Source: an optimization exercise on an open RTL-to-GDS flow (aim: small area and a short achievable clock period). Production flows keep margins and buffers that such runs may drop.
No functional check of the RTL was part of any run shown here.
Power and IR drop assume default switching activity.

## design.v

```verilog
package mac_pipe_real_pkg;
  localparam logic MODE_MUL = 1'b0;
  localparam logic MODE_ACC = 1'b1;
  function automatic logic signed [63:0] sat_max(input int width);
    sat_max = (64'sd1 <<< (width - 1)) - 64'sd1;
  endfunction
  function automatic logic signed [63:0] sat_min(input int width);
    sat_min = 64'sd0 - (64'sd1 <<< (width - 1));
  endfunction
  function automatic int align_shift(input int a_exp, input int b_exp, input int c_exp);
    align_shift = (a_exp + b_exp) - c_exp;
  endfunction
endpackage
module mac_mul_cs (
  input  logic [15:0] a,
  input  logic [15:0] b,
  output logic [27:0] cs0,
  output logic [27:0] cs1,
  output logic        cin
);
  wire k1;
  wire k2;
  wire k3;
  wire k4;
  wire k5;
  wire k6;
  wire k7;
  wire s8;
  wire c9;
  wire s10;
  wire c11;
  wire s12;
  wire c13;
  wire s14;
  wire c15;
  wire s16;
  wire c17;
  wire s18;
  wire c19;
  wire s20;
  wire c21;
  wire s22;
  wire c23;
  wire s24;
  wire c25;
  wire s26;
  wire c27;
  wire s28;
  wire c29;
  wire s30;
  wire c31;
  wire s32;
  wire c33;
  wire s34;
  wire c35;
  wire s36;
  wire c37;
  wire s38;
  wire c39;
  wire s40;
  wire c41;
  wire s42;
  wire c43;
  wire s44;
  wire c45;
  wire s46;
  wire c47;
  wire s48;
  wire c49;
  wire s50;
  wire c51;
  wire s52;
  wire c53;
  wire s54;
  wire c55;
  wire s56;
  wire c57;
  wire s58;
  wire c59;
  wire s60;
  wire c61;
  wire s62;
  wire c63;
  wire s64;
  wire c65;
  wire s66;
  wire c67;
  wire s68;
  wire c69;
  wire s70;
  wire c71;
  wire s72;
  wire c73;
  wire s74;
  wire c75;
  wire s76;
  wire c77;
  wire s78;
  wire c79;
  wire s80;
  wire c81;
  wire s82;
  wire c83;
  wire s84;
  wire c85;
  wire s86;
  wire c87;
  wire s88;
  wire c89;
  wire s90;
  wire c91;
  wire s92;
  wire c93;
  wire s94;
  wire c95;
  wire s96;
  wire c97;
  wire s98;
  wire c99;
  wire s100;
  wire c101;
  wire s102;
  wire c103;
  wire s104;
  wire c105;
  wire s106;
  wire c107;
  wire s108;
  wire c109;
  wire s110;
  wire c111;
  wire s112;
  wire c113;
  wire s114;
  wire c115;
  wire s116;
  wire c117;
  wire s118;
  wire c119;
  wire s120;
  wire c121;
  wire s122;
  wire c123;
  wire s124;
  wire c125;
  wire s126;
  wire c127;
  wire s128;
  wire c129;
  wire s130;
  wire c131;
  wire s132;
  wire c133;
  wire s134;
  wire c135;
  wire s136;
  wire c137;
  wire s138;
  wire c139;
  wire s140;
  wire c141;
  wire s142;
  wire c143;
  wire s144;
  wire c145;
  wire s146;
  wire c147;
  wire s148;
  wire c149;
  wire s150;
  wire c151;
  wire s152;
  wire c153;
  wire s154;
  wire c155;
  wire s156;
  wire c157;
  wire s158;
  wire c159;
  wire s160;
  wire c161;
  wire s162;
  wire c163;
  wire s164;
  wire c165;
  wire s166;
  wire c167;
  wire s168;
  wire c169;
  wire s170;
  wire c171;
  wire s172;
  wire c173;
  wire s174;
  wire c175;
  wire s176;
  wire c177;
  wire s178;
  wire c179;
  wire s180;
  wire c181;
  wire s182;
  wire c183;
  wire s184;
  wire c185;
  wire s186;
  wire c187;
  wire s188;
  wire c189;
  wire s190;
  wire c191;
  wire s192;
  wire c193;
  wire s194;
  wire c195;
  wire s196;
  wire c197;
  wire s198;
  wire c199;
  wire s200;
  wire c201;
  wire s202;
  wire c203;
  wire s204;
  wire c205;
  wire s206;
  wire c207;
  wire s208;
  wire c209;
  wire s210;
  wire c211;
  wire s212;
  wire c213;
  wire s214;
  wire c215;
  wire s216;
  wire c217;
  wire s218;
  wire c219;
  wire s220;
  wire c221;
  wire s222;
  wire c223;
  wire s224;
  wire c225;
  wire s226;
  wire c227;
  wire s228;
  wire c229;
  wire s230;
  wire c231;
  wire s232;
  wire c233;
  wire s234;
  wire c235;
  wire s236;
  wire c237;
  wire s238;
  wire c239;
  wire lc240;
  wire lc241;
  wire lc242;
  wire lc243;
  wire one0 = b[0] ^ 1'b0;
  wire two0 = (b[1] & ~b[0] & ~1'b0) | (~b[1] & b[0] & 1'b0);
  wire neg0 = b[1];
  wire one1 = b[2] ^ b[1];
  wire two1 = (b[3] & ~b[2] & ~b[1]) | (~b[3] & b[2] & b[1]);
  wire neg1 = b[3];
  wire one2 = b[4] ^ b[3];
  wire two2 = (b[5] & ~b[4] & ~b[3]) | (~b[5] & b[4] & b[3]);
  wire neg2 = b[5];
  wire one3 = b[6] ^ b[5];
  wire two3 = (b[7] & ~b[6] & ~b[5]) | (~b[7] & b[6] & b[5]);
  wire neg3 = b[7];
  wire one4 = b[8] ^ b[7];
  wire two4 = (b[9] & ~b[8] & ~b[7]) | (~b[9] & b[8] & b[7]);
  wire neg4 = b[9];
  wire one5 = b[10] ^ b[9];
  wire two5 = (b[11] & ~b[10] & ~b[9]) | (~b[11] & b[10] & b[9]);
  wire neg5 = b[11];
  wire one6 = b[12] ^ b[11];
  wire two6 = (b[13] & ~b[12] & ~b[11]) | (~b[13] & b[12] & b[11]);
  wire neg6 = b[13];
  wire one7 = b[14] ^ b[13];
  wire two7 = (b[15] & ~b[14] & ~b[13]) | (~b[15] & b[14] & b[13]);
  wire neg7 = b[15];
  wire pp0_0 = ((one0 & a[0]) | (two0 & 1'b0)) ^ neg0;
  wire pp0_1 = ((one0 & a[1]) | (two0 & a[0])) ^ neg0;
  wire pp0_2 = ((one0 & a[2]) | (two0 & a[1])) ^ neg0;
  wire pp0_3 = ((one0 & a[3]) | (two0 & a[2])) ^ neg0;
  wire pp0_4 = ((one0 & a[4]) | (two0 & a[3])) ^ neg0;
  wire pp0_5 = ((one0 & a[5]) | (two0 & a[4])) ^ neg0;
  wire pp0_6 = ((one0 & a[6]) | (two0 & a[5])) ^ neg0;
  wire pp0_7 = ((one0 & a[7]) | (two0 & a[6])) ^ neg0;
  wire pp0_8 = ((one0 & a[8]) | (two0 & a[7])) ^ neg0;
  wire pp0_9 = ((one0 & a[9]) | (two0 & a[8])) ^ neg0;
  wire pp0_10 = ((one0 & a[10]) | (two0 & a[9])) ^ neg0;
  wire pp0_11 = ((one0 & a[11]) | (two0 & a[10])) ^ neg0;
  wire pp0_12 = ((one0 & a[12]) | (two0 & a[11])) ^ neg0;
  wire pp0_13 = ((one0 & a[13]) | (two0 & a[12])) ^ neg0;
  wire pp0_14 = ((one0 & a[14]) | (two0 & a[13])) ^ neg0;
  wire pp0_15 = ((one0 & a[15]) | (two0 & a[14])) ^ neg0;
  wire pp0_16 = ((one0 & a[15]) | (two0 & a[15])) ^ neg0;
  wire pp1_0 = ((one1 & a[0]) | (two1 & 1'b0)) ^ neg1;
  wire pp1_1 = ((one1 & a[1]) | (two1 & a[0])) ^ neg1;
  wire pp1_2 = ((one1 & a[2]) | (two1 & a[1])) ^ neg1;
  wire pp1_3 = ((one1 & a[3]) | (two1 & a[2])) ^ neg1;
  wire pp1_4 = ((one1 & a[4]) | (two1 & a[3])) ^ neg1;
  wire pp1_5 = ((one1 & a[5]) | (two1 & a[4])) ^ neg1;
  wire pp1_6 = ((one1 & a[6]) | (two1 & a[5])) ^ neg1;
  wire pp1_7 = ((one1 & a[7]) | (two1 & a[6])) ^ neg1;
  wire pp1_8 = ((one1 & a[8]) | (two1 & a[7])) ^ neg1;
  wire pp1_9 = ((one1 & a[9]) | (two1 & a[8])) ^ neg1;
  wire pp1_10 = ((one1 & a[10]) | (two1 & a[9])) ^ neg1;
  wire pp1_11 = ((one1 & a[11]) | (two1 & a[10])) ^ neg1;
  wire pp1_12 = ((one1 & a[12]) | (two1 & a[11])) ^ neg1;
  wire pp1_13 = ((one1 & a[13]) | (two1 & a[12])) ^ neg1;
  wire pp1_14 = ((one1 & a[14]) | (two1 & a[13])) ^ neg1;
  wire pp1_15 = ((one1 & a[15]) | (two1 & a[14])) ^ neg1;
  wire pp1_16 = ((one1 & a[15]) | (two1 & a[15])) ^ neg1;
  wire pp2_0 = ((one2 & a[0]) | (two2 & 1'b0)) ^ neg2;
  wire pp2_1 = ((one2 & a[1]) | (two2 & a[0])) ^ neg2;
  wire pp2_2 = ((one2 & a[2]) | (two2 & a[1])) ^ neg2;
  wire pp2_3 = ((one2 & a[3]) | (two2 & a[2])) ^ neg2;
  wire pp2_4 = ((one2 & a[4]) | (two2 & a[3])) ^ neg2;
  wire pp2_5 = ((one2 & a[5]) | (two2 & a[4])) ^ neg2;
  wire pp2_6 = ((one2 & a[6]) | (two2 & a[5])) ^ neg2;
  wire pp2_7 = ((one2 & a[7]) | (two2 & a[6])) ^ neg2;
  wire pp2_8 = ((one2 & a[8]) | (two2 & a[7])) ^ neg2;
  wire pp2_9 = ((one2 & a[9]) | (two2 & a[8])) ^ neg2;
  wire pp2_10 = ((one2 & a[10]) | (two2 & a[9])) ^ neg2;
  wire pp2_11 = ((one2 & a[11]) | (two2 & a[10])) ^ neg2;
  wire pp2_12 = ((one2 & a[12]) | (two2 & a[11])) ^ neg2;
  wire pp2_13 = ((one2 & a[13]) | (two2 & a[12])) ^ neg2;
  wire pp2_14 = ((one2 & a[14]) | (two2 & a[13])) ^ neg2;
  wire pp2_15 = ((one2 & a[15]) | (two2 & a[14])) ^ neg2;
  wire pp2_16 = ((one2 & a[15]) | (two2 & a[15])) ^ neg2;
  wire pp3_0 = ((one3 & a[0]) | (two3 & 1'b0)) ^ neg3;
  wire pp3_1 = ((one3 & a[1]) | (two3 & a[0])) ^ neg3;
  wire pp3_2 = ((one3 & a[2]) | (two3 & a[1])) ^ neg3;
  wire pp3_3 = ((one3 & a[3]) | (two3 & a[2])) ^ neg3;
  wire pp3_4 = ((one3 & a[4]) | (two3 & a[3])) ^ neg3;
  wire pp3_5 = ((one3 & a[5]) | (two3 & a[4])) ^ neg3;
  wire pp3_6 = ((one3 & a[6]) | (two3 & a[5])) ^ neg3;
  wire pp3_7 = ((one3 & a[7]) | (two3 & a[6])) ^ neg3;
  wire pp3_8 = ((one3 & a[8]) | (two3 & a[7])) ^ neg3;
  wire pp3_9 = ((one3 & a[9]) | (two3 & a[8])) ^ neg3;
  wire pp3_10 = ((one3 & a[10]) | (two3 & a[9])) ^ neg3;
  wire pp3_11 = ((one3 & a[11]) | (two3 & a[10])) ^ neg3;
  wire pp3_12 = ((one3 & a[12]) | (two3 & a[11])) ^ neg3;
  wire pp3_13 = ((one3 & a[13]) | (two3 & a[12])) ^ neg3;
  wire pp3_14 = ((one3 & a[14]) | (two3 & a[13])) ^ neg3;
  wire pp3_15 = ((one3 & a[15]) | (two3 & a[14])) ^ neg3;
  wire pp3_16 = ((one3 & a[15]) | (two3 & a[15])) ^ neg3;
  wire pp4_0 = ((one4 & a[0]) | (two4 & 1'b0)) ^ neg4;
  wire pp4_1 = ((one4 & a[1]) | (two4 & a[0])) ^ neg4;
  wire pp4_2 = ((one4 & a[2]) | (two4 & a[1])) ^ neg4;
  wire pp4_3 = ((one4 & a[3]) | (two4 & a[2])) ^ neg4;
  wire pp4_4 = ((one4 & a[4]) | (two4 & a[3])) ^ neg4;
  wire pp4_5 = ((one4 & a[5]) | (two4 & a[4])) ^ neg4;
  wire pp4_6 = ((one4 & a[6]) | (two4 & a[5])) ^ neg4;
  wire pp4_7 = ((one4 & a[7]) | (two4 & a[6])) ^ neg4;
  wire pp4_8 = ((one4 & a[8]) | (two4 & a[7])) ^ neg4;
  wire pp4_9 = ((one4 & a[9]) | (two4 & a[8])) ^ neg4;
  wire pp4_10 = ((one4 & a[10]) | (two4 & a[9])) ^ neg4;
  wire pp4_11 = ((one4 & a[11]) | (two4 & a[10])) ^ neg4;
  wire pp4_12 = ((one4 & a[12]) | (two4 & a[11])) ^ neg4;
  wire pp4_13 = ((one4 & a[13]) | (two4 & a[12])) ^ neg4;
  wire pp4_14 = ((one4 & a[14]) | (two4 & a[13])) ^ neg4;
  wire pp4_15 = ((one4 & a[15]) | (two4 & a[14])) ^ neg4;
  wire pp4_16 = ((one4 & a[15]) | (two4 & a[15])) ^ neg4;
  wire pp5_0 = ((one5 & a[0]) | (two5 & 1'b0)) ^ neg5;
  wire pp5_1 = ((one5 & a[1]) | (two5 & a[0])) ^ neg5;
  wire pp5_2 = ((one5 & a[2]) | (two5 & a[1])) ^ neg5;
  wire pp5_3 = ((one5 & a[3]) | (two5 & a[2])) ^ neg5;
  wire pp5_4 = ((one5 & a[4]) | (two5 & a[3])) ^ neg5;
  wire pp5_5 = ((one5 & a[5]) | (two5 & a[4])) ^ neg5;
  wire pp5_6 = ((one5 & a[6]) | (two5 & a[5])) ^ neg5;
  wire pp5_7 = ((one5 & a[7]) | (two5 & a[6])) ^ neg5;
  wire pp5_8 = ((one5 & a[8]) | (two5 & a[7])) ^ neg5;
  wire pp5_9 = ((one5 & a[9]) | (two5 & a[8])) ^ neg5;
  wire pp5_10 = ((one5 & a[10]) | (two5 & a[9])) ^ neg5;
  wire pp5_11 = ((one5 & a[11]) | (two5 & a[10])) ^ neg5;
  wire pp5_12 = ((one5 & a[12]) | (two5 & a[11])) ^ neg5;
  wire pp5_13 = ((one5 & a[13]) | (two5 & a[12])) ^ neg5;
  wire pp5_14 = ((one5 & a[14]) | (two5 & a[13])) ^ neg5;
  wire pp5_15 = ((one5 & a[15]) | (two5 & a[14])) ^ neg5;
  wire pp5_16 = ((one5 & a[15]) | (two5 & a[15])) ^ neg5;
  wire pp6_0 = ((one6 & a[0]) | (two6 & 1'b0)) ^ neg6;
  wire pp6_1 = ((one6 & a[1]) | (two6 & a[0])) ^ neg6;
  wire pp6_2 = ((one6 & a[2]) | (two6 & a[1])) ^ neg6;
  wire pp6_3 = ((one6 & a[3]) | (two6 & a[2])) ^ neg6;
  wire pp6_4 = ((one6 & a[4]) | (two6 & a[3])) ^ neg6;
  wire pp6_5 = ((one6 & a[5]) | (two6 & a[4])) ^ neg6;
  wire pp6_6 = ((one6 & a[6]) | (two6 & a[5])) ^ neg6;
  wire pp6_7 = ((one6 & a[7]) | (two6 & a[6])) ^ neg6;
  wire pp6_8 = ((one6 & a[8]) | (two6 & a[7])) ^ neg6;
  wire pp6_9 = ((one6 & a[9]) | (two6 & a[8])) ^ neg6;
  wire pp6_10 = ((one6 & a[10]) | (two6 & a[9])) ^ neg6;
  wire pp6_11 = ((one6 & a[11]) | (two6 & a[10])) ^ neg6;
  wire pp6_12 = ((one6 & a[12]) | (two6 & a[11])) ^ neg6;
  wire pp6_13 = ((one6 & a[13]) | (two6 & a[12])) ^ neg6;
  wire pp6_14 = ((one6 & a[14]) | (two6 & a[13])) ^ neg6;
  wire pp6_15 = ((one6 & a[15]) | (two6 & a[14])) ^ neg6;
  wire pp6_16 = ((one6 & a[15]) | (two6 & a[15])) ^ neg6;
  wire pp7_0 = ((one7 & a[0]) | (two7 & 1'b0)) ^ neg7;
  wire pp7_1 = ((one7 & a[1]) | (two7 & a[0])) ^ neg7;
  wire pp7_2 = ((one7 & a[2]) | (two7 & a[1])) ^ neg7;
  wire pp7_3 = ((one7 & a[3]) | (two7 & a[2])) ^ neg7;
  wire pp7_4 = ((one7 & a[4]) | (two7 & a[3])) ^ neg7;
  wire pp7_5 = ((one7 & a[5]) | (two7 & a[4])) ^ neg7;
  wire pp7_6 = ((one7 & a[6]) | (two7 & a[5])) ^ neg7;
  wire pp7_7 = ((one7 & a[7]) | (two7 & a[6])) ^ neg7;
  wire pp7_8 = ((one7 & a[8]) | (two7 & a[7])) ^ neg7;
  wire pp7_9 = ((one7 & a[9]) | (two7 & a[8])) ^ neg7;
  wire pp7_10 = ((one7 & a[10]) | (two7 & a[9])) ^ neg7;
  wire pp7_11 = ((one7 & a[11]) | (two7 & a[10])) ^ neg7;
  wire pp7_12 = ((one7 & a[12]) | (two7 & a[11])) ^ neg7;
  wire pp7_13 = ((one7 & a[13]) | (two7 & a[12])) ^ neg7;
  wire pp7_14 = ((one7 & a[14]) | (two7 & a[13])) ^ neg7;
  wire pp7_15 = ((one7 & a[15]) | (two7 & a[14])) ^ neg7;
  wire pp7_16 = ((one7 & a[15]) | (two7 & a[15])) ^ neg7;
  assign k1 = ~(pp1_14);
  assign k2 = ~(pp1_14);
  assign k3 = ~(pp2_15);
  assign k4 = ~(pp3_15);
  assign k5 = ~(pp4_15);
  assign k6 = ~(pp5_15);
  assign k7 = ~(pp7_15);
  assign s8 = neg5 ^ pp0_10;
  assign c9 = neg5 & pp0_10;
  assign s10 = pp0_11 ^ pp1_9;
  assign c11 = pp0_11 & pp1_9;
  assign s12 = neg6 ^ pp0_12 ^ pp1_10;
  assign c13 = (neg6 & pp0_12) | (neg6 & pp1_10) | (pp0_12 & pp1_10);
  assign s14 = pp2_8 ^ pp3_6;
  assign c15 = pp2_8 & pp3_6;
  assign s16 = pp0_13 ^ pp1_11 ^ pp2_9;
  assign c17 = (pp0_13 & pp1_11) | (pp0_13 & pp2_9) | (pp1_11 & pp2_9);
  assign s18 = pp3_7 ^ pp4_5;
  assign c19 = pp3_7 & pp4_5;
  assign s20 = neg7 ^ pp0_14 ^ pp1_12;
  assign c21 = (neg7 & pp0_14) | (neg7 & pp1_12) | (pp0_14 & pp1_12);
  assign s22 = pp2_10 ^ pp3_8 ^ pp4_6;
  assign c23 = (pp2_10 & pp3_8) | (pp2_10 & pp4_6) | (pp3_8 & pp4_6);
  assign s24 = pp5_4 ^ pp6_2;
  assign c25 = pp5_4 & pp6_2;
  assign s26 = pp0_15 ^ pp1_13 ^ pp2_11;
  assign c27 = (pp0_15 & pp1_13) | (pp0_15 & pp2_11) | (pp1_13 & pp2_11);
  assign s28 = pp3_9 ^ pp4_7 ^ pp5_5;
  assign c29 = (pp3_9 & pp4_7) | (pp3_9 & pp5_5) | (pp4_7 & pp5_5);
  assign s30 = pp6_3 ^ pp7_1;
  assign c31 = pp6_3 & pp7_1;
  assign s32 = pp2_12 ^ pp3_10 ^ pp4_8;
  assign c33 = (pp2_12 & pp3_10) | (pp2_12 & pp4_8) | (pp3_10 & pp4_8);
  assign s34 = pp5_6 ^ pp6_4 ^ pp7_2;
  assign c35 = (pp5_6 & pp6_4) | (pp5_6 & pp7_2) | (pp6_4 & pp7_2);
  assign s36 = ~pp0_16 ^ k1;
  assign c37 = ~pp0_16 & k1;
  assign s38 = pp1_15 ^ pp2_13 ^ pp3_11;
  assign c39 = (pp1_15 & pp2_13) | (pp1_15 & pp3_11) | (pp2_13 & pp3_11);
  assign s40 = pp4_9 ^ pp5_7 ^ pp6_5;
  assign c41 = (pp4_9 & pp5_7) | (pp4_9 & pp6_5) | (pp5_7 & pp6_5);
  assign s42 = pp7_3 ^ k2;
  assign c43 = pp7_3 & k2;
  assign s44 = pp1_14 ^ pp2_14 ^ pp3_12;
  assign c45 = (pp1_14 & pp2_14) | (pp1_14 & pp3_12) | (pp2_14 & pp3_12);
  assign s46 = pp4_10 ^ pp5_8 ^ pp6_6;
  assign c47 = (pp4_10 & pp5_8) | (pp4_10 & pp6_6) | (pp5_8 & pp6_6);
  assign s48 = pp7_4 ^ ~pp1_16;
  assign c49 = pp7_4 & ~pp1_16;
  assign s50 = pp3_13 ^ pp4_11 ^ pp5_9;
  assign c51 = (pp3_13 & pp4_11) | (pp3_13 & pp5_9) | (pp4_11 & pp5_9);
  assign s52 = pp6_7 ^ pp7_5;
  assign c53 = pp6_7 & pp7_5;
  assign s54 = pp2_15 ^ pp3_14 ^ pp4_12;
  assign c55 = (pp2_15 & pp3_14) | (pp2_15 & pp4_12) | (pp3_14 & pp4_12);
  assign s56 = pp5_10 ^ pp6_8;
  assign c57 = pp5_10 & pp6_8;
  assign s58 = pp4_13 ^ pp5_11;
  assign c59 = pp4_13 & pp5_11;
  assign s60 = pp3_15 ^ pp4_14;
  assign c61 = pp3_15 & pp4_14;
  assign s62 = neg3 ^ pp0_6;
  assign c63 = neg3 & pp0_6;
  assign s64 = pp0_7 ^ pp1_5;
  assign c65 = pp0_7 & pp1_5;
  assign s66 = neg4 ^ pp0_8 ^ pp1_6;
  assign c67 = (neg4 & pp0_8) | (neg4 & pp1_6) | (pp0_8 & pp1_6);
  assign s68 = pp2_4 ^ pp3_2;
  assign c69 = pp2_4 & pp3_2;
  assign s70 = pp0_9 ^ pp1_7 ^ pp2_5;
  assign c71 = (pp0_9 & pp1_7) | (pp0_9 & pp2_5) | (pp1_7 & pp2_5);
  assign s72 = pp3_3 ^ pp4_1;
  assign c73 = pp3_3 & pp4_1;
  assign s74 = pp1_8 ^ pp2_6 ^ pp3_4;
  assign c75 = (pp1_8 & pp2_6) | (pp1_8 & pp3_4) | (pp2_6 & pp3_4);
  assign s76 = pp4_2 ^ pp5_0 ^ s8;
  assign c77 = (pp4_2 & pp5_0) | (pp4_2 & s8) | (pp5_0 & s8);
  assign s78 = pp2_7 ^ pp3_5 ^ pp4_3;
  assign c79 = (pp2_7 & pp3_5) | (pp2_7 & pp4_3) | (pp3_5 & pp4_3);
  assign s80 = pp5_1 ^ c9 ^ s10;
  assign c81 = (pp5_1 & c9) | (pp5_1 & s10) | (c9 & s10);
  assign s82 = pp4_4 ^ pp5_2 ^ pp6_0;
  assign c83 = (pp4_4 & pp5_2) | (pp4_4 & pp6_0) | (pp5_2 & pp6_0);
  assign s84 = c11 ^ s14 ^ s12;
  assign c85 = (c11 & s14) | (c11 & s12) | (s14 & s12);
  assign s86 = pp5_3 ^ pp6_1 ^ c15;
  assign c87 = (pp5_3 & pp6_1) | (pp5_3 & c15) | (pp6_1 & c15);
  assign s88 = s18 ^ c13 ^ s16;
  assign c89 = (s18 & c13) | (s18 & s16) | (c13 & s16);
  assign s90 = pp7_0 ^ c19 ^ s24;
  assign c91 = (pp7_0 & c19) | (pp7_0 & s24) | (c19 & s24);
  assign s92 = c17 ^ s20 ^ s22;
  assign c93 = (c17 & s20) | (c17 & s22) | (s20 & s22);
  assign s94 = c25 ^ s30 ^ c21;
  assign c95 = (c25 & s30) | (c25 & c21) | (s30 & c21);
  assign s96 = c23 ^ s26 ^ s28;
  assign c97 = (c23 & s26) | (c23 & s28) | (s26 & s28);
  assign s98 = c31 ^ s36 ^ c27;
  assign c99 = (c31 & s36) | (c31 & c27) | (s36 & c27);
  assign s100 = c29 ^ s32 ^ s34;
  assign c101 = (c29 & s32) | (c29 & s34) | (s32 & s34);
  assign s102 = c37 ^ s42 ^ c33;
  assign c103 = (c37 & s42) | (c37 & c33) | (s42 & c33);
  assign s104 = c35 ^ s38 ^ s40;
  assign c105 = (c35 & s38) | (c35 & s40) | (s38 & s40);
  assign s106 = c43 ^ s48 ^ c39;
  assign c107 = (c43 & s48) | (c43 & c39) | (s48 & c39);
  assign s108 = c41 ^ s44 ^ s46;
  assign c109 = (c41 & s44) | (c41 & s46) | (s44 & s46);
  assign s110 = k3 ^ c49 ^ s52;
  assign c111 = (k3 & c49) | (k3 & s52) | (c49 & s52);
  assign s112 = c45 ^ c47 ^ s50;
  assign c113 = (c45 & c47) | (c45 & s50) | (c47 & s50);
  assign s114 = pp7_6 ^ ~pp2_16 ^ c53;
  assign c115 = (pp7_6 & ~pp2_16) | (pp7_6 & c53) | (~pp2_16 & c53);
  assign s116 = s56 ^ c51 ^ s54;
  assign c117 = (s56 & c51) | (s56 & s54) | (c51 & s54);
  assign s118 = pp6_9 ^ pp7_7 ^ k4;
  assign c119 = (pp6_9 & pp7_7) | (pp6_9 & k4) | (pp7_7 & k4);
  assign s120 = c57 ^ s58 ^ c55;
  assign c121 = (c57 & s58) | (c57 & c55) | (s58 & c55);
  assign s122 = pp5_12 ^ pp6_10 ^ pp7_8;
  assign c123 = (pp5_12 & pp6_10) | (pp5_12 & pp7_8) | (pp6_10 & pp7_8);
  assign s124 = ~pp3_16 ^ c59 ^ s60;
  assign c125 = (~pp3_16 & c59) | (~pp3_16 & s60) | (c59 & s60);
  assign s126 = pp5_13 ^ pp6_11 ^ pp7_9;
  assign c127 = (pp5_13 & pp6_11) | (pp5_13 & pp7_9) | (pp6_11 & pp7_9);
  assign s128 = k5 ^ c61;
  assign c129 = k5 & c61;
  assign s130 = pp4_15 ^ pp5_14 ^ pp6_12;
  assign c131 = (pp4_15 & pp5_14) | (pp4_15 & pp6_12) | (pp5_14 & pp6_12);
  assign s132 = pp7_10 ^ ~pp4_16;
  assign c133 = pp7_10 & ~pp4_16;
  assign s134 = pp6_13 ^ pp7_11;
  assign c135 = pp6_13 & pp7_11;
  assign s136 = pp5_15 ^ pp6_14;
  assign c137 = pp5_15 & pp6_14;
  assign s138 = neg2 ^ pp0_4;
  assign c139 = neg2 & pp0_4;
  assign s140 = pp0_5 ^ pp1_3;
  assign c141 = pp0_5 & pp1_3;
  assign s142 = pp1_4 ^ pp2_2 ^ pp3_0;
  assign c143 = (pp1_4 & pp2_2) | (pp1_4 & pp3_0) | (pp2_2 & pp3_0);
  assign s144 = pp2_3 ^ pp3_1 ^ c63;
  assign c145 = (pp2_3 & pp3_1) | (pp2_3 & c63) | (pp3_1 & c63);
  assign s146 = pp4_0 ^ c65 ^ s68;
  assign c147 = (pp4_0 & c65) | (pp4_0 & s68) | (c65 & s68);
  assign s148 = c69 ^ s72 ^ c67;
  assign c149 = (c69 & s72) | (c69 & c67) | (s72 & c67);
  assign s150 = c73 ^ c71 ^ s74;
  assign c151 = (c73 & c71) | (c73 & s74) | (c71 & s74);
  assign s152 = c75 ^ s78 ^ c77;
  assign c153 = (c75 & s78) | (c75 & c77) | (s78 & c77);
  assign s154 = c79 ^ s82 ^ c81;
  assign c155 = (c79 & s82) | (c79 & c81) | (s82 & c81);
  assign s156 = c83 ^ s86 ^ c85;
  assign c157 = (c83 & s86) | (c83 & c85) | (s86 & c85);
  assign s158 = c87 ^ s90 ^ c89;
  assign c159 = (c87 & s90) | (c87 & c89) | (s90 & c89);
  assign s160 = c91 ^ s94 ^ c93;
  assign c161 = (c91 & s94) | (c91 & c93) | (s94 & c93);
  assign s162 = c95 ^ s98 ^ c97;
  assign c163 = (c95 & s98) | (c95 & c97) | (s98 & c97);
  assign s164 = c99 ^ s102 ^ c101;
  assign c165 = (c99 & s102) | (c99 & c101) | (s102 & c101);
  assign s166 = c103 ^ s106 ^ c105;
  assign c167 = (c103 & s106) | (c103 & c105) | (s106 & c105);
  assign s168 = s110 ^ c107 ^ c109;
  assign c169 = (s110 & c107) | (s110 & c109) | (c107 & c109);
  assign s170 = s114 ^ c111 ^ c113;
  assign c171 = (s114 & c111) | (s114 & c113) | (c111 & c113);
  assign s172 = s118 ^ c115 ^ s120;
  assign c173 = (s118 & c115) | (s118 & s120) | (c115 & s120);
  assign s174 = s122 ^ c119 ^ s124;
  assign c175 = (s122 & c119) | (s122 & s124) | (c119 & s124);
  assign s176 = c123 ^ s126 ^ s128;
  assign c177 = (c123 & s126) | (c123 & s128) | (s126 & s128);
  assign s178 = s132 ^ c127 ^ s130;
  assign c179 = (s132 & c127) | (s132 & s130) | (c127 & s130);
  assign s180 = k6 ^ c133 ^ s134;
  assign c181 = (k6 & c133) | (k6 & s134) | (c133 & s134);
  assign s182 = pp7_12 ^ ~pp5_16 ^ c135;
  assign c183 = (pp7_12 & ~pp5_16) | (pp7_12 & c135) | (~pp5_16 & c135);
  assign s184 = pp6_15 ^ pp7_13;
  assign c185 = pp6_15 & pp7_13;
  assign s186 = neg1 ^ pp0_2;
  assign c187 = neg1 & pp0_2;
  assign s188 = pp0_3 ^ pp1_1;
  assign c189 = pp0_3 & pp1_1;
  assign s190 = pp1_2 ^ pp2_0 ^ s138;
  assign c191 = (pp1_2 & pp2_0) | (pp1_2 & s138) | (pp2_0 & s138);
  assign s192 = pp2_1 ^ c139 ^ s140;
  assign c193 = (pp2_1 & c139) | (pp2_1 & s140) | (c139 & s140);
  assign s194 = c141 ^ s62 ^ s142;
  assign c195 = (c141 & s62) | (c141 & s142) | (s62 & s142);
  assign s196 = s64 ^ c143 ^ s144;
  assign c197 = (s64 & c143) | (s64 & s144) | (c143 & s144);
  assign s198 = s66 ^ c145 ^ s146;
  assign c199 = (s66 & c145) | (s66 & s146) | (c145 & s146);
  assign s200 = s70 ^ c147 ^ s148;
  assign c201 = (s70 & c147) | (s70 & s148) | (c147 & s148);
  assign s202 = s76 ^ c149 ^ s150;
  assign c203 = (s76 & c149) | (s76 & s150) | (c149 & s150);
  assign s204 = s80 ^ c151 ^ s152;
  assign c205 = (s80 & c151) | (s80 & s152) | (c151 & s152);
  assign s206 = s84 ^ c153 ^ s154;
  assign c207 = (s84 & c153) | (s84 & s154) | (c153 & s154);
  assign s208 = s88 ^ c155 ^ s156;
  assign c209 = (s88 & c155) | (s88 & s156) | (c155 & s156);
  assign s210 = s92 ^ c157 ^ s158;
  assign c211 = (s92 & c157) | (s92 & s158) | (c157 & s158);
  assign s212 = s96 ^ c159 ^ s160;
  assign c213 = (s96 & c159) | (s96 & s160) | (c159 & s160);
  assign s214 = s100 ^ c161 ^ s162;
  assign c215 = (s100 & c161) | (s100 & s162) | (c161 & s162);
  assign s216 = s104 ^ c163 ^ s164;
  assign c217 = (s104 & c163) | (s104 & s164) | (c163 & s164);
  assign s218 = s108 ^ c165 ^ s166;
  assign c219 = (s108 & c165) | (s108 & s166) | (c165 & s166);
  assign s220 = s112 ^ c167 ^ s168;
  assign c221 = (s112 & c167) | (s112 & s168) | (c167 & s168);
  assign s222 = s116 ^ c169 ^ s170;
  assign c223 = (s116 & c169) | (s116 & s170) | (c169 & s170);
  assign s224 = c117 ^ c171 ^ s172;
  assign c225 = (c117 & c171) | (c117 & s172) | (c171 & s172);
  assign s226 = c121 ^ s174 ^ c173;
  assign c227 = (c121 & s174) | (c121 & c173) | (s174 & c173);
  assign s228 = c125 ^ s176 ^ c175;
  assign c229 = (c125 & s176) | (c125 & c175) | (s176 & c175);
  assign s230 = c129 ^ s178 ^ c177;
  assign c231 = (c129 & s178) | (c129 & c177) | (s178 & c177);
  assign s232 = c131 ^ s180 ^ c179;
  assign c233 = (c131 & s180) | (c131 & c179) | (s180 & c179);
  assign s234 = s136 ^ s182 ^ c181;
  assign c235 = (s136 & s182) | (s136 & c181) | (s182 & c181);
  assign s236 = c137 ^ s184 ^ c183;
  assign c237 = (c137 & s184) | (c137 & c183) | (s184 & c183);
  assign s238 = pp7_14 ^ ~pp6_16 ^ c185;
  assign c239 = (pp7_14 & ~pp6_16) | (pp7_14 & c185) | (~pp6_16 & c185);
  assign lc240 = (neg0 & pp0_0) | (neg0 & 1'b0) | (pp0_0 & 1'b0);
  assign lc241 = (pp0_1 & 1'b0) | (pp0_1 & lc240) | (1'b0 & lc240);
  assign lc242 = (pp1_0 & s186) | (pp1_0 & lc241) | (s186 & lc241);
  assign lc243 = (c187 & s188) | (c187 & lc242) | (s188 & lc242);
  assign cs0 = {1'b1, pp7_15, k7, s238, c235, s234, s232, s230, s228, c225, c223, c221, c219, c217, c215, c213, c211, c209, c207, c205, c203, c201, c199, c197, c195, c193, c191, c189};
  assign cs1 = {1'b0, ~pp7_16, c239, c237, s236, c233, c231, c229, c227, s226, s224, s222, s220, s218, s216, s214, s212, s210, s208, s206, s204, s202, s200, s198, s196, s194, s192, s190};
  assign cin = lc243;
endmodule
module mac_acc_sat (
  input  logic [27:0] cs0,
  input  logic [27:0] cs1,
  input  logic        cin,
  input  logic [23:0] acc,
  input  logic        acc_hit,
  input  logic        acc_sgn,
  input  logic        add_acc,
  output logic [23:0] res,
  output logic        hit,
  output logic        sgn
);
  wire [23:0] acc_e = acc_hit ? {acc_sgn, {23{~acc_sgn}}} : acc;
  wire [23:0] acc_g = add_acc ? acc_e : 24'd0;
  wire [27:0] accr = {4'b0000, ~acc_g[23], acc_g[22:0]};
  wire [27:0] y0 = cs0 ^ cs1 ^ accr;
  wire [27:0] y1 = {((cs0[26:0] & cs1[26:0]) | (cs0[26:0] & accr[26:0]) | (cs1[26:0] & accr[26:0])), cin};
  wire [27:0] g0 = y0 & y1;
  wire [27:0] p0 = y0 ^ y1;
  wire pg1 = g0[1] | (p0[1] & g0[0]);
  wire pg2 = g0[3] | (p0[3] & g0[2]);
  wire pp2 = p0[3] & p0[2];
  wire pg3 = g0[5] | (p0[5] & g0[4]);
  wire pp3 = p0[5] & p0[4];
  wire pg4 = g0[7] | (p0[7] & g0[6]);
  wire pp4 = p0[7] & p0[6];
  wire pg5 = g0[9] | (p0[9] & g0[8]);
  wire pp5 = p0[9] & p0[8];
  wire pg6 = g0[11] | (p0[11] & g0[10]);
  wire pp6 = p0[11] & p0[10];
  wire pg7 = g0[13] | (p0[13] & g0[12]);
  wire pp7 = p0[13] & p0[12];
  wire pg8 = g0[15] | (p0[15] & g0[14]);
  wire pp8 = p0[15] & p0[14];
  wire pg9 = g0[17] | (p0[17] & g0[16]);
  wire pp9 = p0[17] & p0[16];
  wire pg10 = g0[19] | (p0[19] & g0[18]);
  wire pp10 = p0[19] & p0[18];
  wire pg11 = g0[21] | (p0[21] & g0[20]);
  wire pp11 = p0[21] & p0[20];
  wire pg12 = g0[23] | (p0[23] & g0[22]);
  wire pp12 = p0[23] & p0[22];
  wire pg13 = g0[25] | (p0[25] & g0[24]);
  wire pp13 = p0[25] & p0[24];
  wire pg14 = g0[27] | (p0[27] & g0[26]);
  wire pp14 = p0[27] & p0[26];
  wire pg15 = g0[2] | (p0[2] & pg1);
  wire pg16 = pg2 | (pp2 & pg1);
  wire pg17 = g0[6] | (p0[6] & pg3);
  wire pp17 = p0[6] & pp3;
  wire pg18 = pg4 | (pp4 & pg3);
  wire pp18 = pp4 & pp3;
  wire pg19 = g0[10] | (p0[10] & pg5);
  wire pp19 = p0[10] & pp5;
  wire pg20 = pg6 | (pp6 & pg5);
  wire pp20 = pp6 & pp5;
  wire pg21 = g0[14] | (p0[14] & pg7);
  wire pp21 = p0[14] & pp7;
  wire pg22 = pg8 | (pp8 & pg7);
  wire pp22 = pp8 & pp7;
  wire pg23 = g0[18] | (p0[18] & pg9);
  wire pp23 = p0[18] & pp9;
  wire pg24 = pg10 | (pp10 & pg9);
  wire pp24 = pp10 & pp9;
  wire pg25 = g0[22] | (p0[22] & pg11);
  wire pp25 = p0[22] & pp11;
  wire pg26 = pg12 | (pp12 & pg11);
  wire pp26 = pp12 & pp11;
  wire pg27 = g0[26] | (p0[26] & pg13);
  wire pp27 = p0[26] & pp13;
  wire pg28 = pg14 | (pp14 & pg13);
  wire pp28 = pp14 & pp13;
  wire pg29 = g0[4] | (p0[4] & pg16);
  wire pg30 = pg3 | (pp3 & pg16);
  wire pg31 = pg17 | (pp17 & pg16);
  wire pg32 = pg18 | (pp18 & pg16);
  wire pg33 = g0[12] | (p0[12] & pg20);
  wire pp33 = p0[12] & pp20;
  wire pg34 = pg7 | (pp7 & pg20);
  wire pp34 = pp7 & pp20;
  wire pg35 = pg21 | (pp21 & pg20);
  wire pp35 = pp21 & pp20;
  wire pg36 = pg22 | (pp22 & pg20);
  wire pp36 = pp22 & pp20;
  wire pg37 = g0[20] | (p0[20] & pg24);
  wire pp37 = p0[20] & pp24;
  wire pg38 = pg11 | (pp11 & pg24);
  wire pp38 = pp11 & pp24;
  wire pg39 = pg25 | (pp25 & pg24);
  wire pp39 = pp25 & pp24;
  wire pg40 = pg26 | (pp26 & pg24);
  wire pp40 = pp26 & pp24;
  wire pg41 = g0[8] | (p0[8] & pg32);
  wire pg42 = pg5 | (pp5 & pg32);
  wire pg43 = pg19 | (pp19 & pg32);
  wire pg44 = pg20 | (pp20 & pg32);
  wire pg45 = pg33 | (pp33 & pg32);
  wire pg46 = pg34 | (pp34 & pg32);
  wire pg47 = pg35 | (pp35 & pg32);
  wire pg48 = pg36 | (pp36 & pg32);
  wire pg49 = g0[24] | (p0[24] & pg40);
  wire pp49 = p0[24] & pp40;
  wire pg50 = pg13 | (pp13 & pg40);
  wire pp50 = pp13 & pp40;
  wire pg51 = pg27 | (pp27 & pg40);
  wire pp51 = pp27 & pp40;
  wire pg52 = pg28 | (pp28 & pg40);
  wire pp52 = pp28 & pp40;
  wire pg53 = g0[16] | (p0[16] & pg48);
  wire pg54 = pg9 | (pp9 & pg48);
  wire pg55 = pg23 | (pp23 & pg48);
  wire pg56 = pg24 | (pp24 & pg48);
  wire pg57 = pg37 | (pp37 & pg48);
  wire pg58 = pg38 | (pp38 & pg48);
  wire pg59 = pg39 | (pp39 & pg48);
  wire pg60 = pg40 | (pp40 & pg48);
  wire pg61 = pg49 | (pp49 & pg48);
  wire pg62 = pg50 | (pp50 & pg48);
  wire pg63 = pg51 | (pp51 & pg48);
  wire pg64 = pg52 | (pp52 & pg48);
  wire [27:0] s = {(p0[27] ^ pg63), (p0[26] ^ pg62), (p0[25] ^ pg61), (p0[24] ^ pg60), (p0[23] ^ pg59), (p0[22] ^ pg58), (p0[21] ^ pg57), (p0[20] ^ pg56), (p0[19] ^ pg55), (p0[18] ^ pg54), (p0[17] ^ pg53), (p0[16] ^ pg48), (p0[15] ^ pg47), (p0[14] ^ pg46), (p0[13] ^ pg45), (p0[12] ^ pg44), (p0[11] ^ pg43), (p0[10] ^ pg42), (p0[9] ^ pg41), (p0[8] ^ pg32), (p0[7] ^ pg31), (p0[6] ^ pg30), (p0[5] ^ pg29), (p0[4] ^ pg16), (p0[3] ^ pg15), (p0[2] ^ pg1), (p0[1] ^ g0[0]), p0[0]};
  assign hit = ~(&s[27:23]) & (|s[27:23]);
  assign sgn = s[27];
  assign res = s[23:0];
endmodule
module mac_pipe_real
#(
  parameter int N_CH       = 4,
  parameter int PIPE_DEPTH = 2,
  parameter int a_width    = 16,
  parameter int a_exponent = -8,
  parameter int b_width    = 16,
  parameter int b_exponent = -8,
  parameter int c_width    = 24,
  parameter int c_exponent = -12
) (
  input  logic                      clk,
  input  logic                      rst,
  input  logic                      cke,
  input  logic                      mode,
  input  logic                      clr,
  input  logic                      in_valid,
  input  logic [N_CH*a_width-1:0]   a,
  input  logic [N_CH*b_width-1:0]   b,
  output logic                      out_valid,
  output logic [N_CH*c_width-1:0]   c,
  output logic [N_CH-1:0]           sat
);
  logic                    s1_vld;
  logic                    s1_clr;
  logic                    s1_mode;
  logic [27:0]             s1_cs0 [N_CH];
  logic [27:0]             s1_cs1 [N_CH];
  logic [N_CH-1:0]         s1_cin;
  logic [27:0]             mul_cs0 [N_CH];
  logic [27:0]             mul_cs1 [N_CH];
  logic [N_CH-1:0]         mul_cin;
  always_ff @(posedge clk) begin
    if (rst) begin
      s1_vld <= 1'b0;
      s1_clr <= 1'b0;
    end else if (cke) begin
      s1_vld <= in_valid;
      s1_clr <= clr;
    end
  end
  for (genvar k = 0; k < N_CH; k++) begin : g_mul
    mac_mul_cs u_mul (
      .a   (a[k*a_width +: a_width]),
      .b   (b[k*b_width +: b_width]),
      .cs0 (mul_cs0[k]),
      .cs1 (mul_cs1[k]),
      .cin (mul_cin[k])
    );
  end
  always_ff @(posedge clk) begin
    if (cke) begin
      s1_mode <= mode;
      for (int k = 0; k < N_CH; k++) begin
        s1_cs0[k] <= mul_cs0[k];
        s1_cs1[k] <= mul_cs1[k];
      end
      s1_cin  <= mul_cin;
    end
  end
  logic [c_width-1:0] acc_raw [N_CH];
  logic [N_CH-1:0]    acc_hit;
  logic [N_CH-1:0]    acc_sgn;
  logic [c_width-1:0] lane_res [N_CH];
  logic [N_CH-1:0]    lane_hit;
  logic [N_CH-1:0]    lane_sgn;
  logic               add_acc;
  logic               upd_acc;
  assign add_acc = s1_mode & ~s1_clr;
  assign upd_acc = s1_mode | s1_clr;
  for (genvar k = 0; k < N_CH; k++) begin : g_lane
    mac_acc_sat u_lane (
      .cs0     (s1_cs0[k]),
      .cs1     (s1_cs1[k]),
      .cin     (s1_cin[k]),
      .acc     (acc_raw[k]),
      .acc_hit (acc_hit[k]),
      .acc_sgn (acc_sgn[k]),
      .add_acc (add_acc),
      .res     (lane_res[k]),
      .hit     (lane_hit[k]),
      .sgn     (lane_sgn[k])
    );
  end
  logic [c_width-1:0] c_raw [N_CH];
  logic [N_CH-1:0]    c_hit;
  logic [N_CH-1:0]    c_sgn;
  always_ff @(posedge clk) begin
    if (cke) begin
      for (int k = 0; k < N_CH; k++) c_raw[k] <= lane_res[k];
      c_hit <= lane_hit;
      c_sgn <= lane_sgn;
    end
  end
  always_comb begin
    for (int k = 0; k < N_CH; k++)
      c[k*c_width +: c_width] = c_hit[k] ? {c_sgn[k], {(c_width-1){~c_sgn[k]}}} : c_raw[k];
  end
  always_ff @(posedge clk) begin
    if (rst) begin
      out_valid <= 1'b0;
      acc_hit   <= '0;
      acc_sgn   <= '0;
      sat       <= '0;
      for (int k = 0; k < N_CH; k++) acc_raw[k] <= '0;
    end else if (cke) begin
      out_valid <= s1_vld;
      for (int k = 0; k < N_CH; k++) begin
        if (s1_vld) begin
          if (upd_acc) begin
            acc_raw[k] <= lane_res[k];
            acc_hit[k] <= lane_hit[k];
            acc_sgn[k] <= lane_sgn[k];
          end
          sat[k] <= (sat[k] & ~s1_clr) | lane_hit[k];
        end else if (s1_clr) begin
          acc_raw[k] <= '0;
          acc_hit[k] <= 1'b0;
          acc_sgn[k] <= 1'b0;
          sat[k]     <= 1'b0;
        end
      end
    end
  end
endmodule
```

## run.sh

```bash
#!/bin/bash
# synth_recipe.tcl (not shown) runs the flow's synth.tcl, then flattens the netlist and writes it again
# the make line also repeats each setting of config.mk as NAME=value (left out here)
make -C /OpenROAD-flow-scripts/flow DESIGN_CONFIG=/design/flow/config.mk WORK_HOME=/design/flow/orfs CLKGATE_MAP_FILE= SYNTH_SCRIPT=/design/flow/synth_recipe.tcl finish
```

## config.mk

```make
export PLATFORM = sky130hd
export DESIGN_NAME = mac_pipe_real
export DESIGN_NICKNAME = mac_pipe_real
export VERILOG_FILES = /design/flow/design.v
export SDC_FILE = /design/flow/constraint.sdc
export NUM_CORES = 4
export LEC_CHECK = 0
export ABC_AREA = 1
export CAP_MARGIN = 20
export CORE_MARGIN = 2
export CORE_UTILIZATION = 40
export SETUP_SLACK_MARGIN = 5
export SLEW_MARGIN = 20
export TNS_END_PERCENT = 5
```

## constraint.sdc

```tcl
create_clock -name core_clock -period 10.0 [get_ports {clk}]
set_input_delay 2.0000 -clock core_clock [delete_from_list [all_inputs] [get_ports {clk}]]
set_output_delay 2.0000 -clock core_clock [all_outputs]
set_load 0.01 [all_outputs]
```

==> results of run 1 <==
## Yosys cell counts, drive strengths merged
cell type,number
a31o,4
ha,220
inv,1117
o211ai,4
edfxtp,325
clkinv,4
o21ai,138
a21oi,196
o22ai,472
clkbuf,174
nor2,139
a211oi,25
and2,8
nand2,803
nand3,103
xnor2,44
nand3b,8
dfxtp,111
o21bai,8
a21boi,4
maj3,8
fa,476
xor2,516
nor3,8
buf,87
## report_power, final
group	switching, mW	internal [mW]
clock	0.795	1.18
sequential	0.212	3.28
combinational	5.72	3.76
total	6.73	8.22
## metrics by stage
stage / instances / setup slack [ps] / area, sq um / hold WS, ps / util [%]
5_1_grt: 6664 / 4789 / 51350 / 472.5 / 47.17
6_report: 6664 / 4881 / 51350 / 461.1 / 47.17
3_3_place_gp: 6415 / 3287 / 47780 / 448.7 / 43.90
2_1_floorplan: 5002 / 4971 / 45060 / 440.9 / -
3_5_place_dp: 6415 / 3290 / 47780 / 455.0 / 43.90
4_1_cts: 6583 / 4865 / 50420 / 463.4 / 46.32
## kinds of logic after synthesis
family | Yosys count | share of synthesized area, %
adders and majority gates | 704 | 28.17
AOI/OAI and AO/OA | 851 | 11.38
xor gates and xnor gates | 560 | 11.26
and+or+nand+nor | 1069 | 9.924
DFF | 436 | 27.31
buffers and inverters | 1382 | 11.95
## tightest hold or removal path: stages, from the launching register on
cell     delay, ps
dfxtp_1        300
nand2_1         60
a21oi_1         50
## repair_timing
action / 4_1_cts / 5_1_grt
resized for setup: 147 / 90
pin swaps: 23 / 25
buffers inserted: 66 / 76
gates cloned: 2 / 5
endpoints found under the setup margin: 256 / 197
## state kept, by name (all words and copies together) (netlist names)
signal	flops
c_raw	96
s1_cs0	108
c_sgn	4
s1_cs1	108
acc_hit	4
s1_cin	4
acc_sgn	4
s1_vld	1
acc_raw	96
sat	4
s1_clr	1
s1_mode	1
c_hit	4
out_valid	1
## cell usage in the layout (no fill, tap or decap), types with 14 or more instances in the layout
cell type | Yosys | final
inv_1 | 1101 | 1055
nand2_1 | 763 | 713
xor2_1 | 512 | 506
fa_1 | 476 | 468
o22ai_1 | 472 | 461
edfxtp_1 | 325 | 325
ha_1 | 220 | 220
clkdlybuf4s50_1 | 0 | 203
a21oi_1 | 193 | 191
buf_4 | 2 | 149
dfxtp_1 | 111 | 110
nor2_1 | 134 | 106
o21ai_0 | 106 | 105
nand3_1 | 103 | 103
nand2_2 | 40 | 70
clkbuf_16 | 0 | 55
xnor2_1 | 43 | 43
clkinvlp_4 | 0 | 29
o21ai_4 | 0 | 28
a211oi_1 | 25 | 25
nor2_4 | 0 | 23
inv_2 | 16 | 20
nand2_4 | 0 | 19
buf_12 | 0 | 17
clkinv_2 | 0 | 14
clkbuf_1 | 174 | 14
## worst paths after layout
kind                 startpoint             end  slack (ps)  depth (start not counted)
setup / recovery          a[30]   s1_cs1[1][18]        4880                         11
hold / removal    acc_raw[1][7]   acc_raw[1][7]         460                          2
setup reg to reg        s1_mode  acc_raw[3][17]        5390                         23
hold reg to reg   acc_raw[1][7]   acc_raw[1][7]         460                          2
## layer usage
metal | up-vias | global-route usage (%) | wire length (um)
met2 | 1164 | 34.59 | 56790
met5 | - | 0 | 7
met1 | 16640 | 28.12 | 51490
met3 | 244 | 3.309 | 7841
met4 | 2 | 7.786 | 4286
li1 | 16210 | - | -
## layout make-up
| class | count | area (sq um) | share of cell area (%) |
|---|---|---|---|
| inverters | 1121 | 4389 | 8.548 |
| repair buffers | 402 | 3812 | 7.425 |
| clock inverters | 25 | 259.0 | 0.5044 |
| repair inverters | 2 | 12.51 | 0.02437 |
| flip-flops and latches | 436 | 11980 | 23.34 |
| well taps | 1414 | 1769 | 3.446 |
| clock buffers | 75 | 1511 | 2.944 |
| multi-input cells | 3189 | 27610 | 53.77 |
==> impl_metrics.csv, run 1 <==
group,metric,value,unit
cells_and_area,fill_cells,10440,
pwr,leakagePower,23.82,nW
global_route,grt_max_degree,79,
worst_setup_path,cp.arrival,5470,ps
synthesis,syn-cell-area,43880,sq um
drt,ant_nets,0,
floorplanning,fp.dieH,335.2,um
outcome,status,"timing/DRC/antenna clean",
synthesis,syn_inst,5002,
synthesis,synth_top_area_share,22.24,%
clocking,cts.sinks,436,
drt,drc,0,
worst_hold_path,hold_class,"reg -> reg",
worst_setup_path,path_max_fanout,16,
pwr,ir_drop,0.0001682,V
floorplanning,row_count,121,
cells_and_area,nets,6035,
floorplanning,chipWidth,335.2,um
drt,num_vias,34260,
worst_setup_path,path_class,"in -> reg",
timing,finalHoldViolations,0,
clocking,cts.root.buffer_cell,"clkbuf_16",
place,io_buffers,234,
synthesis,syn_nets,5832,
timing,rsz0062_at_grt,"true",
timing,fin_setup_tns,0,ps
floorplanning,core-area,108900,sq um
timing,tightest_slew,1031,ps
worst_setup_path,cpMaxStageDelayCell,"inv_1",
cells_and_area,n_antenna_cell,0,
pwr,power,14.95,mW
global_route,overflow,0,
drt,firstDrtPassIters,6,
drt,wl_per_cell,18.07,um
place,hpwlAfterDp,86800,um
synthesis,synth_area_leaders,"edfxtp_1, fa_1, xor2_1",
run,drv_cap,0,
clocking,htree_levels,2,
worst_setup_path,cp_slowest_stage_delay,550,ps
synthesis,ys_ff_latch,436,
drt,drt-total-wl,120400,um
timing,fmax,0.1953,GHz
floorplanning,fp.dieArea,112400,sq um
clocking,numCtsBuffers,53,
clocking,holdBufCountCts,0,
global_route,grt_first_pass_wirelength,187100,um
drt,drt_iter0_markers,2697,
worst_setup_path,critPathCaptureType,"flop",
synthesis,synth_area_per_cell,8.772,sq um
worst_setup_path,worstPathCellList,"clkdlybuf4s50_1 -> inv_1 -> o22ai_1 -> xor2_1 -> inv_1 -> ha_1 -> fa_1 -> inv_1 -> fa_1 -> inv_1 -> fa_1",
synthesis,synthDistinctLibCells,35,
cells_and_area,drive_gt1_share,10.50,%
worst_setup_path,crit_family,"adder cells",
global_route,grtUsageTotal,21.09,%
global_route,antenna_found_initial,4,
timing,slew_violations,0,
worst_setup_path,path_buf_inv,5,
timing,slew-limit-headroom,31.25,%
cells_and_area,syn2layout_area_growth,17.02,%
timing,period_needed,5119,ps
clocking,cts_max_path_buffers,3,
clocking,clkLatencyLatePin,630,ps
synthesis,ys_seq_area_share,27.31,%
synthesis,yosys.area.top_type,"edfxtp_1",
timing,fin_worst_skew,29.86,ps
drt,via_per_inst,5.140,
place,gp_congestion,0.9124,
worst_setup_path,startpoint_type,"input pin",
timing,finalSetupViolations,0,
timing,period_share,51.19,%
clocking,cts_tree,"done",
worst_setup_path,cp.required,10350,ps
synthesis,yosys_warnings,12,
global_route,grt_pass1_vias,33920,
clocking,clk_pin_slew,60,ps
worst_setup_path,critPathMostFrequentCell,"inv_1",
pwr,p_per_area,291.2,nW/um^2
floorplanning,initial_core_util,40.31,%
floorplanning,ios,235,
==> run 2, diff against run 1 <==
--- a/config.mk
+++ b/config.mk
@@ -10,3 +10,3 @@
 export CORE_MARGIN = 2
-export CORE_UTILIZATION = 40
+export CORE_UTILIZATION = 60
 export SETUP_SLACK_MARGIN = 5
==> run 2 against run 1 <==
  * Final cell count shrank 6.5%
  * Combinational power barely moved
  * Via count increased by 1.5%
  * Routed wire length fell by 2.2%
  * Sequential power is essentially flat
  * Global-route usage rose by 9.7 points
  * Non-clock buffer count grew 27
  * Critical endpoint is now s1_cs1[1][10]
  * Largest power group unchanged
==> impl_metrics.csv, run 2 <==
group,metric,value,unit
floorplanning,chipWidth,274.4,um
synthesis,ys_seq_area_share,27.31,%
synthesis,syn-cell-area,43880,sq um
synthesis,syn_inst,5002,
cells_and_area,n_antenna_cell,0,
clocking,numCtsBuffers,50,
floorplanning,fp.dieH,274.4,um
cells_and_area,nets,6062,
place,gp_congestion,0.9418,
drt,via_per_inst,5.581,
floorplanning,core-area,72710,sq um
worst_setup_path,critPathMostFrequentCell,"fa_1",
timing,layout_setup_ws,4847,ps
worst_setup_path,path_max_fanout,15,
global_route,antenna_found_initial,1,
global_route,grt_first_pass_wirelength,183300,um
worst_setup_path,startpoint_type,"input pin",
run,drv_cap,0,
global_route,grt_max_degree,175,
place,dp_cells,5957,
drt,drt-total-wl,117800,um
timing,slew-limit-headroom,27.68,%
place,preCtsSetupSlack,3375,ps
synthesis,syn_nets,5832,
clocking,clk_pin_slew,60,ps
timing,fmax,0.1941,GHz
synthesis,synthDistinctLibCells,35,
drt,firstDrtPassIters,8,
clocking,cts_tree,"done",
pwr,ir_drop,0.0001761,V
floorplanning,initial_core_util,60.34,%
timing,period_needed,5153,ps
cells_and_area,drive_gt1_share,11.02,%
pwr,switchingPower,6.695,mW
global_route,grt_pass1_vias,33770,
worst_setup_path,critPathCaptureType,"flop",
synthesis,synth_common_cells,"inv_1, nand2_1, xor2_1",
worst_setup_path,path_class,"in -> reg",
floorplanning,ios,235,
worst_setup_path,cp.arrival,5500,ps
timing,tightest_slew,1083,ps
clocking,clkLatencyLatePin,610,ps
pwr,power,14.81,mW
synthesis,synth_top_area_share,22.24,%
pwr,p_per_area,290.7,nW/um^2
worst_hold_path,hold_class,"reg -> reg",
floorplanning,fp.dieArea,75310,sq um
pwr,switching_share,45.19,%
synthesis,yosys_warnings,12,
synthesis,yosys.area.top_type,"edfxtp_1",
place,io_buffers,234,
timing,slew_violations,0,
worst_setup_path,r2r_setup_slack,5230,ps
timing,fin_setup_tns,0,ps
outcome,status,"timing/DRC/antenna clean",
worst_setup_path,cp.required,10340,ps
pwr,clkPwrFrac,12.4,%
worst_setup_path,cpMaxStageDelayCell,"clkdlybuf4s50_1",
global_route,overflow,0,
drt,wl_per_cell,18.90,um
cells_and_area,syn2layout_area_growth,16.16,%
synthesis,synthFlopType,"edfxtp_1",
synthesis,ys_ff_latch,436,
worst_setup_path,cp_slowest_stage_delay,570,ps
cells_and_area,final_cells,6232,
timing,finalSetupViolations,0,
cells_and_area,final_core_util,70.09,%
drt,ant_nets,0,
cells_and_area,layout_commonest_cell,"inv_1",
cells_and_area,top_regs,"s1_cs0: 108 flops, s1_cs1: 108 flops",
synthesis,synth_area_leaders,"edfxtp_1, fa_1, xor2_1",
clocking,cts.sinks,436,
worst_setup_path,worstPathCellList,"clkdlybuf4s50_1 -> clkinvlp_4 -> nand2_4 -> o22ai_1 -> xor2_1 -> fa_1 -> inv_1 -> fa_1 -> inv_1 -> fa_1 -> inv_1 -> fa_1",
synthesis,synthArstFlopShare,0,%
clocking,htree_levels,2,
timing,fin_worst_skew,26.95,ps
synthesis,synth_area_per_cell,8.772,sq um
clocking,holdBufCountCts,0,
timing,finalHoldViolations,0,
global_route,grtUsageTotal,30.78,%
cells_and_area,final_cell_mix,"inv_1, nand2_1, xor2_1",
drt,drc,0,
timing,period_share,51.53,%
pwr,combPwrFrac,64.0,%
pwr,leakagePower,23.87,nW
synthesis,synth-edff-count,325,
synthesis,yosysMostFrequentCell,"inv_1",
drt,drt_iter0_markers,3142,
timing,rsz0062_at_grt,"true",
clocking,cts_max_path_buffers,3,
clocking,cts.root.buffer_cell,"clkbuf_16",
place,hpwlAfterDp,83570,um
pwr,internal-power,8.120,mW
floorplanning,row_count,99,
drt,num_vias,34780,
pwr,seqPwrFrac,23.6,%
-- run 2: cell count changes in the layout (fill, tap and decap cells not counted), sizes merged, moves of 3 or more --
cell and change:
clkinvlp +14, bufinv -3, dlygate4sd2 +3, inv -5, buf +23, clkbuf -4, clkinv -4, clkdlybuf4s18 -3
-- run 2: cells by family after synthesis --
| group | Yosys count | share of synthesized area [%] |
|---|---|---|
| compound gates | 851 | 11.38 |
| xor+xnor | 560 | 11.26 |
| fa+ha+maj | 704 | 28.17 |
| buf+inv | 1382 | 11.95 |
| flops | 436 | 27.31 |
| simple gates | 1069 | 9.924 |
-- run 2: power by group through the flow --
stage / sequential, mW / combinational, mW / clock [mW]
6_report: 3.50 / 9.48 / 1.83
5_1_grt: 3.57 / 10.9 / 1.93
4_1_cts: 3.50 / 9.45 / 1.87
3_5_place_dp: 3.53 / 9.32 / 0
3_3_place_gp: 3.53 / 9.07 / 0
2_1_floorplan: 3.44 / 6.74 / 0
-- run 2: per-layer routing --
layer	vias up	share of wire, %	global-route usage, %
met5	-	0	0
met4	0	3.1	9.225
met3	294	7.8	4.799
met2	1441	46	49.73
met1	16760	43	42.97
li1	16280	-	-
-- run 2: path summary, 6_finish.rpt --
kind             startpoint        endpoint  cells past startpoint
max                   b[16]   s1_cs1[1][10]                     12
min reg2reg  acc_raw[2][13]  acc_raw[2][13]                      2
min          acc_raw[2][13]  acc_raw[2][13]                      2
max reg2reg      acc_hit[0]  acc_raw[0][17]                     22
-- run 2: critical path, delay by kind of cell --
family,cells,cell delay (ps)
compound gates,1,110
xor+xnor,1,200
fa+ha+maj,4,1730
buf+inv,5,1180
simple gates,1,270
-- run 2: area by class of cell --
type / instances / area, sq um
Clock buffer: 68 / 1420
Clock inverter: 25 / 216.5
Fill cell: 5857 / 21740
Inverter: 1121 / 4428
Multi-Input combinational cell: 3190 / 27590
Sequential cell: 436 / 11980
Tap cell: 959 / 1200
Timing Repair Buffer: 429 / 4105
Timing Repair inverter: 4 / 22.52
-- run 2: per-stage QoR --
step	area (sq um)	hold WS, ps
2_1_floorplan	45060	440.9
5_1_grt	50970	479.7
4_1_cts	49780	462.8
6_report	50970	460.8
3_3_place_gp	47200	448.3
3_5_place_dp	47200	452.8
-- run 2: repair_timing --
item,CTS,global route
pin swaps,22,23
setup endpoints to repair,198,212
gates resized for setup,128,115
gates cloned,1,11
buffers inserted,76,94
==> run 3, diff against run 2 <==
==> flow/run.sh (new file) <==
#!/bin/bash
set -e
export SETUP_SLACK_MARGIN=5.5
export BUFFER_PORTS_ARGS="-buffer_cell sky130_fd_sc_hd__buf_4"
bash standard.sh finish > standard.log 2>&1
==> standard.sh (new file) <==
#!/bin/bash
# synth_recipe.tcl (not shown) runs the flow's synth.tcl, then flattens the netlist and writes it again
# the make line also repeats each setting of config.mk as NAME=value (left out here)
make -C /OpenROAD-flow-scripts/flow DESIGN_CONFIG=/design/flow/config.mk WORK_HOME=/design/flow/orfs CLKGATE_MAP_FILE= SYNTH_SCRIPT=/design/flow/synth_recipe.tcl "${@:-finish}"
--- a/config.mk
+++ b/config.mk
@@ -10,4 +10,3 @@
 export CORE_MARGIN = 2
-export CORE_UTILIZATION = 60
-export SETUP_SLACK_MARGIN = 5
+export CORE_UTILIZATION = 40
 export SLEW_MARGIN = 20
removed: run.sh
==> run 3 against run 2 <==
  * Sequential power barely moved
  * Synthesized cell count is the same
  * Global-route usage down 9.2 points
  * Sequential share of layout area down 0.84 points
  * Register-to-register slack better by 470 ps
  * Count of clock-buffer cells in the layout up 8
  * Routed wire length rose by 5.7%
  * Die area up 49%
  * Final area increased by 3.7%
  * Critical path type unchanged
==> impl_metrics.csv, run 3 <==
group,metric,value,unit
outcome,status,"timing/DRC/antenna clean",
cells_and_area,syn2layout_area_growth,20.47,%
synthesis,yosys_warnings,12,
timing,finalHoldViolations,0,
synthesis,yosysMostFrequentCell,"inv_1",
floorplanning,core-area,108900,sq um
pwr,p_per_area,286.7,nW/um^2
pwr,combPwrFrac,63.2,%
global_route,antenna_found_initial,2,
timing,slew_violations,0,
drt,drt_iter0_markers,2661,
drt,drt-total-wl,124500,um
clocking,clkLatencyLatePin,630,ps
pwr,ir_drop,0.0001718,V
clocking,cts.root.buffer_cell,"clkbuf_16",
timing,rsz0062_at_grt,"true",
worst_setup_path,cpMaxStageDelayCell,"fa_1",
floorplanning,fp.dieArea,112400,sq um
cells_and_area,nets,6115,
pwr,leakagePower,24.46,nW
clocking,holdBufCountCts,0,
global_route,grt_max_degree,130,
timing,fmax,0.2185,GHz
synthesis,synth-edff-count,325,
drt,wl_per_cell,18.45,um
synthesis,syn_inst,5002,
synthesis,synth_area_leaders,"edfxtp_1, fa_1, xor2_1",
global_route,overflow,0,
drt,num_vias,34840,
worst_setup_path,startpoint_type,"input pin",
worst_setup_path,crit_family,"adder cells",
global_route,grt_first_pass_wirelength,190800,um
cells_and_area,layout_commonest_cell,"inv_1",
timing,fin_worst_skew,14.84,ps
drt,drc,0,
clocking,cts_max_path_buffers,3,
synthesis,ys_ff_latch,436,
cells_and_area,drive_gt1_share,18.90,%
floorplanning,initial_core_util,40.31,%
place,placed_cell_area,47670,sq um
synthesis,synth_area_per_cell,8.772,sq um
clocking,numCtsBuffers,55,
worst_setup_path,cp.required,10380,ps
synthesis,syn-cell-area,43880,sq um
clocking,cts_tree,"done",
pwr,clkPwrFrac,13.6,%
drt,via_per_inst,5.164,
place,gp_congestion,0.9484,
floorplanning,fp.dieH,335.2,um
synthesis,synthFlopType,"edfxtp_1",
clocking,htree_levels,2,
place,hpwlAfterDp,87420,um
place,io_buffers,234,
synthesis,yosys.area.top_type,"edfxtp_1",
worst_hold_path,hold_class,"reg -> reg",
synthesis,synthArstFlopShare,0,%
worst_setup_path,worstPathCellList,"buf_4 -> clkinvlp_4 -> o22ai_1 -> xor2_1 -> fa_1 -> inv_1 -> fa_1 -> fa_1 -> inv_1 -> fa_1",
timing,fin_setup_tns,0,ps
cells_and_area,final_cell_mix,"inv_1, nand2_1, xor2_1",
worst_setup_path,path_max_fanout,16,
drt,firstDrtPassIters,6,
synthesis,syn_nets,5832,
floorplanning,row_count,121,
synthesis,synth_common_cells,"inv_1, nand2_1, xor2_1",
floorplanning,chipWidth,335.2,um
synthesis,ys_seq_area_share,27.31,%
cells_and_area,final_core_util,48.56,%
pwr,switchingPower,6.866,mW
worst_setup_path,path_buf_inv,4,
clocking,clk_pin_slew,60,ps
worst_setup_path,path_class,"in -> reg",
floorplanning,ios,235,
place,dp_cells,6403,
global_route,grtUsageTotal,21.62,%
timing,slew-limit-headroom,31.46,%
timing,finalSetupViolations,0,
timing,tightest_slew,1028,ps
worst_setup_path,critPathCaptureType,"flop",
synthesis,synth_top_area_share,22.24,%
pwr,internal-power,8.286,mW
run,drv_cap,0,
pwr,switching_share,45.31,%
pwr,seqPwrFrac,23.1,%
cells_and_area,top_regs,"s1_cs0: 108 flops, s1_cs1: 108 flops",
cells_and_area,final_cells,6747,
clocking,cts.sinks,436,
drt,ant_nets,0,
worst_setup_path,cp.arrival,4960,ps
timing,period_share,45.77,%
global_route,grt_pass1_vias,33880,
timing,period_needed,4577,ps
cells_and_area,design_area,52860,sq um
worst_setup_path,cp_slowest_stage_delay,540,ps
worst_setup_path,critPathMostFrequentCell,"fa_1",
synthesis,synthDistinctLibCells,35,
## run 3: cell counts after synthesis
No cell type changed its count.
## run 3: metrics by stage
step	hold WS, ps	power, mW	worst slack, ps
after global routing	480.3	16.83	5380
after global placement	450.0	12.70	4352
final	460.0	15.15	5424
after floorplan	440.9	10.23	5061
after detailed placement	452.0	12.91	4292
after CTS	461.5	15.19	5285
## run 3: area by class of cell
class	count	area, sq um
antenna	1	2.502
multi-input combinational	3186	28200
clock inverter	28	306.5
clock buffer	76	1577
sequential	436	11980
inverter	1121	4696
tap	1414	1769
fill	10240	55990
timing repair buffer	474	4264
timing repair inverter	11	57.56
## run 3: metal layers
metal | global-route usage (%) | vias to the layer above | share of wire [%]
li1 | - | 16390 | -
met4 | 6.068 | 0 | 2.9
met5 | 0 | - | 0
met2 | 35.93 | 1189 | 48
met1 | 29.49 | 17010 | 43
met3 | 2.928 | 253 | 6.1
## run 3: what timing repair did
action                                  in CTS  in global routing
buffers inserted                            77                149
gates cloned                                 9                  4
pin swaps                                   22                 49
gates resized for setup                     35                260
endpoints found under the setup margin     379                229
## run 3: power by group through the flow
stage	logic [mW]	registers, mW	clock network, mW
final	9.58	3.51	2.07
after global routing	11.1	3.58	2.19
after CTS	9.55	3.51	2.13
after detailed placement	9.38	3.53	0
after global placement	9.17	3.52	0
after floorplan	6.80	3.44	0
## run 3: path summary, 6_finish.rpt
| kind | startpoint | to | slack (ps) | depth (start not counted) |
|---|---|---|---|---|
| setup reg to reg | acc_hit[2] | acc_raw[2][17] | 5700 | 22 |
| hold / removal | acc_raw[0][19] | acc_raw[0][19] | 460 | 2 |
| hold reg to reg | acc_raw[0][19] | acc_raw[0][19] | 460 | 2 |
| setup / recovery | a[9] | s1_cs1[0][9] | 5420 | 10 |
## run 3: kinds of logic (layout without fill, tap and decap cells)
group | after synthesis | count (layout) | share of synthesized area, %
other | 0 | 1 | 0
AO/OA/AOI/OAI | 851 | 853 | 11.38
adder cells (fa/ha/maj) | 704 | 704 | 28.17
AND/OR/NAND/NOR | 1069 | 1069 | 9.924
buffers and inverters | 1382 | 1710 | 11.95
flip-flops | 436 | 436 | 27.31
XOR/XNOR | 560 | 560 | 11.26
## run 3: tightest hold or removal path, delay by kind of cell (launching register included)
| family | cells | cell delay, ps |
|---|---|---|
| AND/OR/NAND/NOR | 1 | 60 |
| flip-flops | 1 | 300 |
| AO/OA/AOI/OAI | 1 | 50 |

Check on run 3: ideal ports give 5.424 ns setup slack; a clkbuf_16 on the clock port and buf_2 on the inputs give 5.441 ns; moving port delays by the midpoint clock arrival (0.700 ns) as well gives 4.742 ns.
